Background: an optimization exercise with open tools, aiming at small area, a short achievable clock period and few clock cycles per item. Do not read the settings as production practice. Only simulation tests tie the RTL to the original design; equivalence was not proved.

===== flow/design.v =====
module pcm_voice_engine #(
    parameter int CHANNELS = 8,
    parameter int ADDR_W   = 24,
    parameter int PITCH_W  = 24
) (
    input  logic              CLK,
    input  logic              NRES,
    input  logic              wr_en,
    input  logic [9:0]        wr_addr,
    input  logic [7:0]        wr_data,
    input  logic              frame_start,
    output logic              rom_req,
    output logic [ADDR_W-1:0] rom_addr,
    input  logic              rom_ack,
    input  logic [7:0]        rom_data,
    output logic              smp_valid,
    output logic [2:0]        smp_ch,
    output logic [15:0]       smp_data,
    output logic              frame_done,
    output logic              frame_ovr
);
    logic [23:0] pitch_q [8];
    logic [23:0] start_q [8];
    logic [23:0] loop_q  [8];
    logic [2:0]  mode_q  [8];
    logic [7:0]  pend_on_q, pend_off_q;
    logic [24:0] pos_q  [8];    
    logic [15:0] frac_q [8];    
    logic [15:0] acc_q  [8];    
    logic [24:0] lpos_q [8];
    logic [7:0]  active_q, first_q, zr_q;
    logic [15:0] cd_q [8];      
    logic [7:0]  cv_q, kz_q, mk_q;
    logic        run_q, looped_q;
    logic [2:0]  e_q;
    logic        smp_valid_q, frame_done_q, frame_ovr_q;
    logic [2:0]  smp_ch_q;
    logic [15:0] smp_data_q;
    logic        rom_req_q;
    logic [23:0] rom_addr_q;
    logic [2:0]  fv_q;
    logic        f16_q, fdp_q, fhi_q, fkz_q, fst_q, flo0_q;
    logic        nval_q, n16_q, ndp_q, nkz_q;
    logic [2:0]  nv_q;
    logic [23:0] naddr_q;
    function automatic logic signed [7:0] dpcm_delta(input logic [3:0] n);
        logic signed [7:0] r;
        case (n)
            4'd0:    r = 8'sd0;
            4'd1:    r = 8'sd1;
            4'd2:    r = 8'sd4;
            4'd3:    r = 8'sd9;
            4'd4:    r = 8'sd16;
            4'd5:    r = 8'sd25;
            4'd6:    r = 8'sd36;
            4'd7:    r = 8'sd49;
            4'd8:    r = -8'sd64;
            4'd9:    r = -8'sd49;
            4'd10:   r = -8'sd36;
            4'd11:   r = -8'sd25;
            4'd12:   r = -8'sd16;
            4'd13:   r = -8'sd9;
            4'd14:   r = -8'sd4;
            default: r = -8'sd1;
        endcase
        dpcm_delta = r;
    endfunction
    logic       accept, key_on_wr, key_off_wr, wr_set;
    logic [7:0] kon, chg, inv_wr;
    always_comb begin
        accept     = frame_start && !run_q;
        key_on_wr  = wr_en && (wr_addr == 10'h200);
        key_off_wr = wr_en && (wr_addr == 10'h201);
        wr_set     = wr_en && (wr_addr[9:7] == 3'd0);
        kon        = pend_on_q & ~pend_off_q;
        chg        = pend_on_q | pend_off_q;
        for (int v = 0; v < 8; v++) begin
            inv_wr[v] = wr_set && (wr_addr[6:4] == 3'(v))
                        && ((wr_addr[3:2] == 2'd1)
                            || (wr_addr[3:2] == 2'd3 && wr_addr[1:0] == 2'd0));
        end
    end
    logic        x_act, x_cv, x_mk, x_zr, x_first, is16, isdp, lpen;
    logic [24:0] p_eff;
    logic [15:0] f_eff, a_eff, x_data;
    logic [23:0] x_pitch;
    logic [3:0]  nib;
    logic        dp_apply;
    logic signed [17:0] acc_sum;
    logic [15:0] acc_sat, x_acc_new, x_smp;
    logic [16:0] fsum;
    logic [24:0] pos_new;
    logic        same_idx, x_go, x_loop, x_kill, x_exec, x_emit;
    always_comb begin
        x_act   = active_q[e_q];
        x_cv    = cv_q[e_q];
        x_mk    = mk_q[e_q];
        x_zr    = zr_q[e_q];
        x_first = first_q[e_q];
        is16    = (mode_q[e_q][1:0] == 2'b01);
        isdp    = (mode_q[e_q][1:0] == 2'b10);
        lpen    = mode_q[e_q][2];
        x_pitch = pitch_q[e_q];
        x_data  = cd_q[e_q];
        p_eff   = x_zr ? 25'd0 : pos_q[e_q];
        f_eff   = x_zr ? 16'd0 : frac_q[e_q];
        a_eff   = x_zr ? 16'd0 : acc_q[e_q];
        nib      = p_eff[0] ? x_data[7:4] : x_data[3:0];
        dp_apply = x_first || (p_eff != lpos_q[e_q]);
        acc_sum  = 18'(signed'(a_eff)) + (18'(dpcm_delta(nib)) <<< 8);
        if (acc_sum > 18'sd32767)       acc_sat = 16'h7fff;
        else if (acc_sum < -18'sd32768) acc_sat = 16'h8000;
        else                            acc_sat = acc_sum[15:0];
        x_acc_new = (isdp && dp_apply) ? acc_sat : a_eff;
        fsum    = {1'b0, f_eff} + {1'b0, x_pitch[15:0]};
        pos_new = p_eff + {16'd0, x_pitch[23:16]} + {24'd0, fsum[16]};
        same_idx = ((x_pitch[23:16] == 8'd0) && !fsum[16])
                   || (isdp && !p_eff[0]
                       && (((x_pitch[23:16] == 8'd1) && !fsum[16])
                           || ((x_pitch[23:16] == 8'd0) && fsum[16])));
        if (is16)      x_smp = x_data;
        else if (isdp) x_smp = x_acc_new;
        else           x_smp = {x_data[7:0], 8'h00};
        x_go   = run_q && (!x_act || x_cv);
        x_loop = run_q && x_act && x_cv && x_mk && lpen && !looped_q;
        x_kill = run_q && x_act && x_cv && x_mk && !(lpen && !looped_q);
        x_exec = run_q && x_act && x_cv && !x_mk;
        x_emit = x_go && !x_loop;
    end
    logic [7:0]  done_m, want_kz, act_nx, need, need_r;
    logic        busy, port_free, last_b, fill_ok, cont16, issue, s_load;
    logic        s_found, s_kz;
    logic [2:0]  s_off, s_v;
    logic [24:0] s_pos;
    logic [23:0] s_sc, s_addr;
    logic [1:0]  s_mode;
    always_comb begin
        busy      = rom_req_q;
        port_free = !rom_req_q || rom_ack;
        last_b    = !f16_q || fhi_q;
        fill_ok   = rom_req_q && rom_ack && last_b && !fst_q && !inv_wr[fv_q];
        cont16    = rom_req_q && rom_ack && f16_q && !fhi_q && !fst_q
                    && !inv_wr[fv_q] && !(accept && !(fkz_q ? kon[fv_q] : !chg[fv_q]));
        issue     = port_free && !cont16 && nval_q;
        s_load    = !nval_q || (port_free && !cont16);
        for (int v = 0; v < 8; v++) begin
            done_m[v]  = !run_q || (3'(v) < e_q);
            want_kz[v] = done_m[v] && kon[v];
            act_nx[v]  = done_m[v] ? (!pend_off_q[v] && (active_q[v] || pend_on_q[v]))
                                   : active_q[v];
            need[v]    = act_nx[v] && !(cv_q[v] && (kz_q[v] == want_kz[v]))
                         && !(busy && fv_q == 3'(v))
                         && !(nval_q && nv_q == 3'(v));
        end
        for (int i = 0; i < 8; i++) need_r[i] = need[3'(i) + e_q];
        s_found = |need_r;
        s_off   = 3'd0;
        for (int i = 7; i >= 0; i--) if (need_r[i]) s_off = 3'(i);
        s_v    = e_q + s_off;
        s_kz   = want_kz[s_v];
        s_mode = mode_q[s_v][1:0];
        s_pos  = (s_kz || zr_q[s_v]) ? 25'd0 : pos_q[s_v];
        if (s_mode == 2'b01)      s_sc = {s_pos[22:0], 1'b0};
        else if (s_mode == 2'b10) s_sc = s_pos[24:1];
        else                      s_sc = s_pos[23:0];
        s_addr = start_q[s_v] + s_sc;
    end
    always_ff @(posedge CLK or negedge NRES) begin
        if (!NRES) begin
            for (int c = 0; c < 8; c++) begin
                pitch_q[c] <= '0;
                start_q[c] <= '0;
                loop_q[c]  <= '0;
                mode_q[c]  <= '0;
            end
            pend_on_q  <= '0;
            pend_off_q <= '0;
        end else begin
            for (int c = 0; c < 8; c++) begin
                if (wr_set && (wr_addr[6:4] == 3'(c))) begin
                    case (wr_addr[3:0])
                        4'd0:  pitch_q[c][7:0]   <= wr_data;
                        4'd1:  pitch_q[c][15:8]  <= wr_data;
                        4'd2:  pitch_q[c][23:16] <= wr_data;
                        4'd4:  start_q[c][7:0]   <= wr_data;
                        4'd5:  start_q[c][15:8]  <= wr_data;
                        4'd6:  start_q[c][23:16] <= wr_data;
                        4'd8:  loop_q[c][7:0]    <= wr_data;
                        4'd9:  loop_q[c][15:8]   <= wr_data;
                        4'd10: loop_q[c][23:16]  <= wr_data;
                        4'd12: mode_q[c]         <= wr_data[2:0];
                        default: ;
                    endcase
                end
            end
            pend_on_q  <= (accept ? 8'd0 : pend_on_q)
                          | (key_on_wr ? wr_data : 8'd0);
            pend_off_q <= (accept ? 8'd0 : pend_off_q)
                          | (key_off_wr ? wr_data : 8'd0);
        end
    end
    always_ff @(posedge CLK) begin
        for (int c = 0; c < 8; c++) begin
            if (e_q == 3'(c) && (x_exec || x_loop)) begin
                pos_q[c]  <= x_loop ? {1'b0, loop_q[c]} : pos_new;
                frac_q[c] <= x_loop ? f_eff : fsum[15:0];
                acc_q[c]  <= x_loop ? a_eff : x_acc_new;
            end
            if (rom_req_q && rom_ack && fv_q == 3'(c)) begin
                if (fhi_q) cd_q[c][15:8] <= rom_data;
                else       cd_q[c][7:0]  <= rom_data;
            end
        end
    end
    always_ff @(posedge CLK or negedge NRES) begin
        if (!NRES) begin
            for (int c = 0; c < 8; c++) lpos_q[c] <= '0;
            active_q     <= '0;
            first_q      <= '0;
            zr_q         <= '0;
            cv_q         <= '0;
            kz_q         <= '0;
            mk_q         <= '0;
            run_q        <= 1'b0;
            looped_q     <= 1'b0;
            e_q          <= '0;
            smp_valid_q  <= 1'b0;
            smp_ch_q     <= '0;
            smp_data_q   <= '0;
            frame_done_q <= 1'b0;
            frame_ovr_q  <= 1'b0;
            rom_req_q    <= 1'b0;
            rom_addr_q   <= '0;
            fv_q         <= '0;
            f16_q        <= 1'b0;
            fdp_q        <= 1'b0;
            fhi_q        <= 1'b0;
            fkz_q        <= 1'b0;
            fst_q        <= 1'b0;
            flo0_q       <= 1'b0;
            nval_q       <= 1'b0;
            nv_q         <= '0;
            naddr_q      <= '0;
            n16_q        <= 1'b0;
            ndp_q        <= 1'b0;
            nkz_q        <= 1'b0;
        end else begin
            for (int c = 0; c < 8; c++) begin
                logic cv_n, kz_n;
                cv_n = cv_q[c];
                kz_n = kz_q[c];
                if (fill_ok && fv_q == 3'(c)) begin
                    cv_n = 1'b1;
                    kz_n = fkz_q;
                    mk_q[c] <= f16_q ? (flo0_q && rom_data == 8'h80)
                             : fdp_q ? (rom_data == 8'h88)
                                     : (rom_data == 8'h80);
                end
                if (accept) begin
                    cv_n = cv_n && (kz_n ? kon[c] : !chg[c]);
                    kz_n = 1'b0;
                    if (pend_off_q[c]) begin
                        active_q[c] <= 1'b0;
                    end else if (pend_on_q[c]) begin
                        active_q[c] <= 1'b1;
                        first_q[c]  <= 1'b1;
                        zr_q[c]     <= 1'b1;
                    end
                end
                if (inv_wr[c]) cv_n = 1'b0;
                if (e_q == 3'(c)) begin
                    if (x_loop) begin
                        cv_n = 1'b0;
                        zr_q[c] <= 1'b0;
                    end
                    if (x_exec) begin
                        cv_n = same_idx;
                        zr_q[c]    <= 1'b0;
                        first_q[c] <= 1'b0;
                        if (isdp) lpos_q[c] <= p_eff;
                    end
                    if (x_kill) active_q[c] <= 1'b0;
                end
                cv_q[c] <= cv_n;
                kz_q[c] <= kz_n;
            end
            frame_ovr_q  <= frame_start && run_q;
            smp_valid_q  <= x_emit;
            smp_ch_q     <= e_q;
            smp_data_q   <= x_exec ? x_smp : 16'd0;
            frame_done_q <= x_emit && (e_q == 3'd7);
            if (accept) run_q <= 1'b1;
            if (x_loop) looped_q <= 1'b1;
            if (x_emit) begin
                looped_q <= 1'b0;
                e_q      <= e_q + 3'd1;
                if (e_q == 3'd7) run_q <= 1'b0;
            end
            if (rom_req_q && !rom_ack) begin
                fst_q <= fst_q || inv_wr[fv_q]
                         || (accept && !(fkz_q ? kon[fv_q] : !chg[fv_q]));
                if (accept) fkz_q <= 1'b0;
            end
            if (rom_req_q && rom_ack && !fhi_q) flo0_q <= (rom_data == 8'h00);
            if (port_free) begin
                if (cont16) begin
                    rom_addr_q <= rom_addr_q + 24'd1;
                    fhi_q      <= 1'b1;
                    if (accept) fkz_q <= 1'b0;
                end else if (nval_q) begin
                    rom_req_q  <= 1'b1;
                    rom_addr_q <= naddr_q;
                    fv_q       <= nv_q;
                    f16_q      <= n16_q;
                    fdp_q      <= ndp_q;
                    fhi_q      <= 1'b0;
                    fkz_q      <= accept ? 1'b0 : nkz_q;
                    fst_q      <= inv_wr[nv_q]
                                  || (accept && !(nkz_q ? kon[nv_q] : !chg[nv_q]));
                end else begin
                    rom_req_q <= 1'b0;
                end
            end
            if (s_load) begin
                nval_q  <= s_found && !inv_wr[s_v]
                           && !(accept && !(s_kz ? kon[s_v] : !chg[s_v]));
                nv_q    <= s_v;
                naddr_q <= s_addr;
                n16_q   <= (s_mode == 2'b01);
                ndp_q   <= (s_mode == 2'b10);
                nkz_q   <= accept ? 1'b0 : s_kz;
            end else begin
                nval_q  <= !inv_wr[nv_q]
                           && !(accept && !(nkz_q ? kon[nv_q] : !chg[nv_q]));
                if (accept) nkz_q <= 1'b0;
            end
        end
    end
    assign rom_req    = rom_req_q;
    assign rom_addr   = rom_addr_q;
    assign smp_valid  = smp_valid_q;
    assign smp_ch     = smp_ch_q;
    assign smp_data   = smp_data_q;
    assign frame_done = frame_done_q;
    assign frame_ovr  = frame_ovr_q;
endmodule

===== flow/run.sh =====
#!/bin/bash
# synth_recipe.tcl (not shown) runs the flow's synth.tcl, then flattens the netlist and writes it again
# the make line also repeats each setting of config.mk as NAME=value (left out here)
make -C /OpenROAD-flow-scripts/flow DESIGN_CONFIG=/design/flow/config.mk WORK_HOME=/design/flow/orfs CLKGATE_MAP_FILE= SYNTH_SCRIPT=/design/flow/synth_recipe.tcl finish

===== flow/config.mk =====
export PLATFORM = sky130hd
export DESIGN_NAME = pcm_voice_engine
export DESIGN_NICKNAME = pcm_voice_engine
export VERILOG_FILES = /design/flow/design.v
export SDC_FILE = /design/flow/constraint.sdc
export NUM_CORES = 4
export LEC_CHECK = 0
export CAP_MARGIN = 20
export CORE_MARGIN = 2
export CORE_UTILIZATION = 40
export SLEW_MARGIN = 20

===== flow/constraint.sdc =====
create_clock -name core_clock -period 6.5 [get_ports {CLK}]
set_input_delay 1.3000 -clock core_clock [delete_from_list [all_inputs] [get_ports {CLK}]]
set_output_delay 1.3000 -clock core_clock [all_outputs]
set_load 0.01 [all_outputs]

==> summary.txt <==
-- flip-flops by register name, summed over array words and instances, names as in the netlist, 16 cells and up --
| name | flops |
|---|---|
| smp_data_q | 16 |
| pitch_q | 192 |
| frac_q | 128 |
| lpos_q | 200 |
| rom_addr_q | 24 |
| mode_q | 24 |
| loop_q | 192 |
| cd_q | 128 |
| acc_q | 128 |
| naddr_q | 24 |
| pos_q | 200 |
| start_q | 192 |
-- cell usage in the layout, fill, tap and decap left out, types with 22 or more instances in the layout --
master,instances
a211oi_1,35
a21o_1,184
a21oi_1,188
a21oi_2,23
a221oi_1,59
a22oi_1,338
a31oi_1,128
a41oi_1,39
buf_12,54
buf_4,647
buf_6,27
clkbuf_1,38
clkbuf_16,167
clkbuf_8,23
clkdlybuf4s50_1,68
clkinv_2,33
dfrtp_1,952
edfxtp_1,584
ha_1,63
inv_1,60
mux2_2,691
mux2i_1,66
mux4_2,48
nand2_1,458
nand2b_1,27
nand3_1,89
nand4_1,73
nor2_1,468
nor2_2,22
nor2_4,25
nor3_1,73
o21ai_0,286
o21bai_1,25
o22ai_1,29
xnor2_1,52
xor2_1,49
-- layout make-up --
class / count / area [um2] / area share
clock buffers: 227 / 4610 / 0.0527
clock inverters: 80 / 993 / 0.0113
well taps: 2355 / 2950 / 0.0336
inverters: 68 / 287 / 0.00327
multi-input cells: 3976 / 30000 / 0.343
flip-flops and latches: 1540 / 41500 / 0.473
diodes: 4 / 10.0 / 0.000114
repair buffers: 813 / 7230 / 0.0826
-- layer usage --
layer / up-vias / track usage / wire, um
li1: 23700 / - / -
met1: 28000 / 0.370 / 106000
met2: 2443 / 0.409 / 112000
met3: 541 / 0.0522 / 20700
met4: 16 / 0.107 / 10600
met5: - / 0 / 128
-- worst max-delay path, delay by kind of cell (launching register included) --
family / cells / cell delay [ns]
compound gates: 19 / 3.60
flops: 1 / 0.49
xor+xnor: 1 / 0.16
buf+inv: 8 / 1.26
mux: 2 / 0.70
fa+ha+maj: 3 / 1.18
simple gates: 4 / 0.74
-- synthesized netlist by cell type, types with 41 or more instances --
cell type / n / area share
mux2_2: 696 / 0.11
nand4_1: 73 / 0.0063
a211oi_1: 44 / 0.0046
nand3_1: 92 / 0.0064
xnor2_1: 66 / 0.0080
buf_1: 63 / 0.0033
nand2_1: 465 / 0.024
edfxtp_1: 584 / 0.24
a21o_1: 184 / 0.019
a22oi_1: 339 / 0.035
nor2_1: 514 / 0.027
dfrtp_1: 956 / 0.33
ha_1: 74 / 0.013
clkbuf_1: 379 / 0.020
a21oi_1: 213 / 0.015
inv_1: 64 / 0.0033
nor3_1: 82 / 0.0057
o21ai_0: 309 / 0.021
mux2i_1: 71 / 0.0099
a31oi_1: 132 / 0.011
a41oi_1: 41 / 0.0050
a221oi_1: 62 / 0.0075
xor2_1: 56 / 0.0068
mux4_2: 48 / 0.015
-- kinds of logic after synthesis --
family | count (synthesis) | synth area share
AO/OA/AOI/OAI | 1567 | 0.148
flip-flops | 1540 | 0.575
AND/OR/NAND/NOR | 1391 | 0.0850
multiplexers | 815 | 0.134
buffers and inverters | 533 | 0.0282
XOR/XNOR | 122 | 0.0148
adder cells (fa/ha/maj) | 80 | 0.0145
-- what timing repair did --
action / CTS / global route
setup endpoints to repair: 343 / 359
cloned: 5 / 1
buffers inserted: 42 / 29
resized for setup: 171 / 75
pin swaps: 55 / 57
-- worst max path at each step --
| stage | cells past startpoint | to |
|---|---|---|
| after CTS | 39 | naddr_q[22]$_DFFE_PN0N_ |
| after detailed placement | 39 | naddr_q[23]$_DFFE_PN0N_ |
| after floorplan | 42 | naddr_q[22]$_DFFE_PN0N_ |
| after global placement | 39 | naddr_q[23]$_DFFE_PN0N_ |
| final | 37 | naddr_q[22]$_DFFE_PN0N_ |
| after global routing | 37 | naddr_q[22]$_DFFE_PN0N_ |
==> flow_summary.toml <==
[run_status]
status = "complete, but fails checks"
so.violations = "negative setup slack"

[setup_path]
r2r_cells = 37
rr_startpoint = "e_q[2]$_DFFE_PN0P_"
rrSetupSlack_ns = -1.75
cp-start-kind = "flip-flop"
max_stage_delay_ns = 0.75
r2r_end = "naddr_q[22]$_DFFE_PN0N_"
worst_setup_path_end_kind = "flip-flop"
cp.required_ns = 7.19
crit_fanout = 11
critPathKind = "reg -> reg"
cp_slowest_cell = "fa_4"
critPathLaunch = "e_q[2]$_DFFE_PN0P_"
cp.arrival_ns = 8.94
cpMostUsedCell = "buf_4"

[grt]
grt_usage = 0.266
first_global_vias = 53700
grt_pass1_wl_mm = 366
grt_antenna_before_repair = 16
grt_overflow_total = 0
grt_max_degree = 149

[synth]
ys_ff_latch = 1540
avgSynthCellArea_um2 = 11.9
synth_cells = 6048
ys.flop_type = "dfrtp_1"
ys_seq_area_frac = 0.575
synth_fp_nets = 6159
syn_area_um2 = 72100
synth-edff-count = 584
synthDistinctLibCells = 87
ys_warn_count = 10
async_flop_share = 0.621

[cts]
cts_made_buffers = 165
clock_path_buffers = 3
cts_sinks = 1540
clkTransAtPathRegs_ns = 0.06
cts_root_buffer = "clkbuf_16"
htree_levels = 4
clk_latency_ns = 0.83
cts.hold.buffers_added = 0
cts_tree = "done"

[timing]
hold_ws_ns = 0.472
setup_slack_ns = -1.75
setup_violations = 325
drv_slew = 0
finClkSkew_ns = 0.0371
timing.final.crit_share = 1.27
relSlewSlack = 0.199
max_freq_mhz = 121
rsz0062_at_grt = "true"
period_minus_slack_ns = 8.25
hold_viol = 0
worst_pin_slew_ns = 1.20
fin_setup_tns_ns = -162.10

[placed_design]
place_area_um2 = 80100
dp.cells = 8682
io_buffers = 77
dpl_worst_slack_ns = -2.24
dp_hpwl_mm = 163
gp_congestion = 0.955

[finish]
layout.nets = 6675
drive_gt1_frac = 0.299
final_cell_area_um2 = 87600
syn2layout_area_growth_pct = 21.6
fin_util = 0.490
instances_no_fill = 9063
nFillCells = 15900

[min_path]
min_from = "lpos_q[0][11]$_DFFE_PN0P_"
hold_path.class = "reg -> reg"
whs_path_depth = 2
worst_hold_path.endpoint = "lpos_q[0][11]$_DFFE_PN0P_"

[floorplanning]
core_area_um2 = 179000
chipHeight_um = 428
die_x_um = 428
fp.dieArea_um2 = 184000
row_count = 155
io_pins = 78
start_util = 0.403

[detailed_routing]
via_per_inst = 6.03
first_pass_iters = 8
ant_nets = 0
wl_mm = 249
drt_iter0_drc = 6332
vias = 54700
wl_per_cell_um = 27.5
drc = 0

[run]
maxCapViolations = 0
Testbench counts, summed over its fixed seeds: cycles 18,767, frames 1,536.

[port drivers added, routing unchanged]
No port has a modelled driver above. Below, the same layout with a new extraction and two added sets of constraints.
Step 1 sets driving cells, clkbuf_16 on the clock port and buf_2 on the other inputs (assumed; they add their load-dependent delay and slew).
Step 2, shift: input delay + t, output delay - t, t = (earliest + latest rising clock arrival at the registers) / 2. This alone moves slack from input paths to output paths.
Three values: no drivers, after step 1, after step 2; two values: the first two.
t (ns): 0.897
setup slack, ns: -1.755 / -1.755 / -1.755
worst setup path after step 2: register to register
The setup slack of this run moves by 0.000 ns with the drivers and by 0.000 ns with both steps.
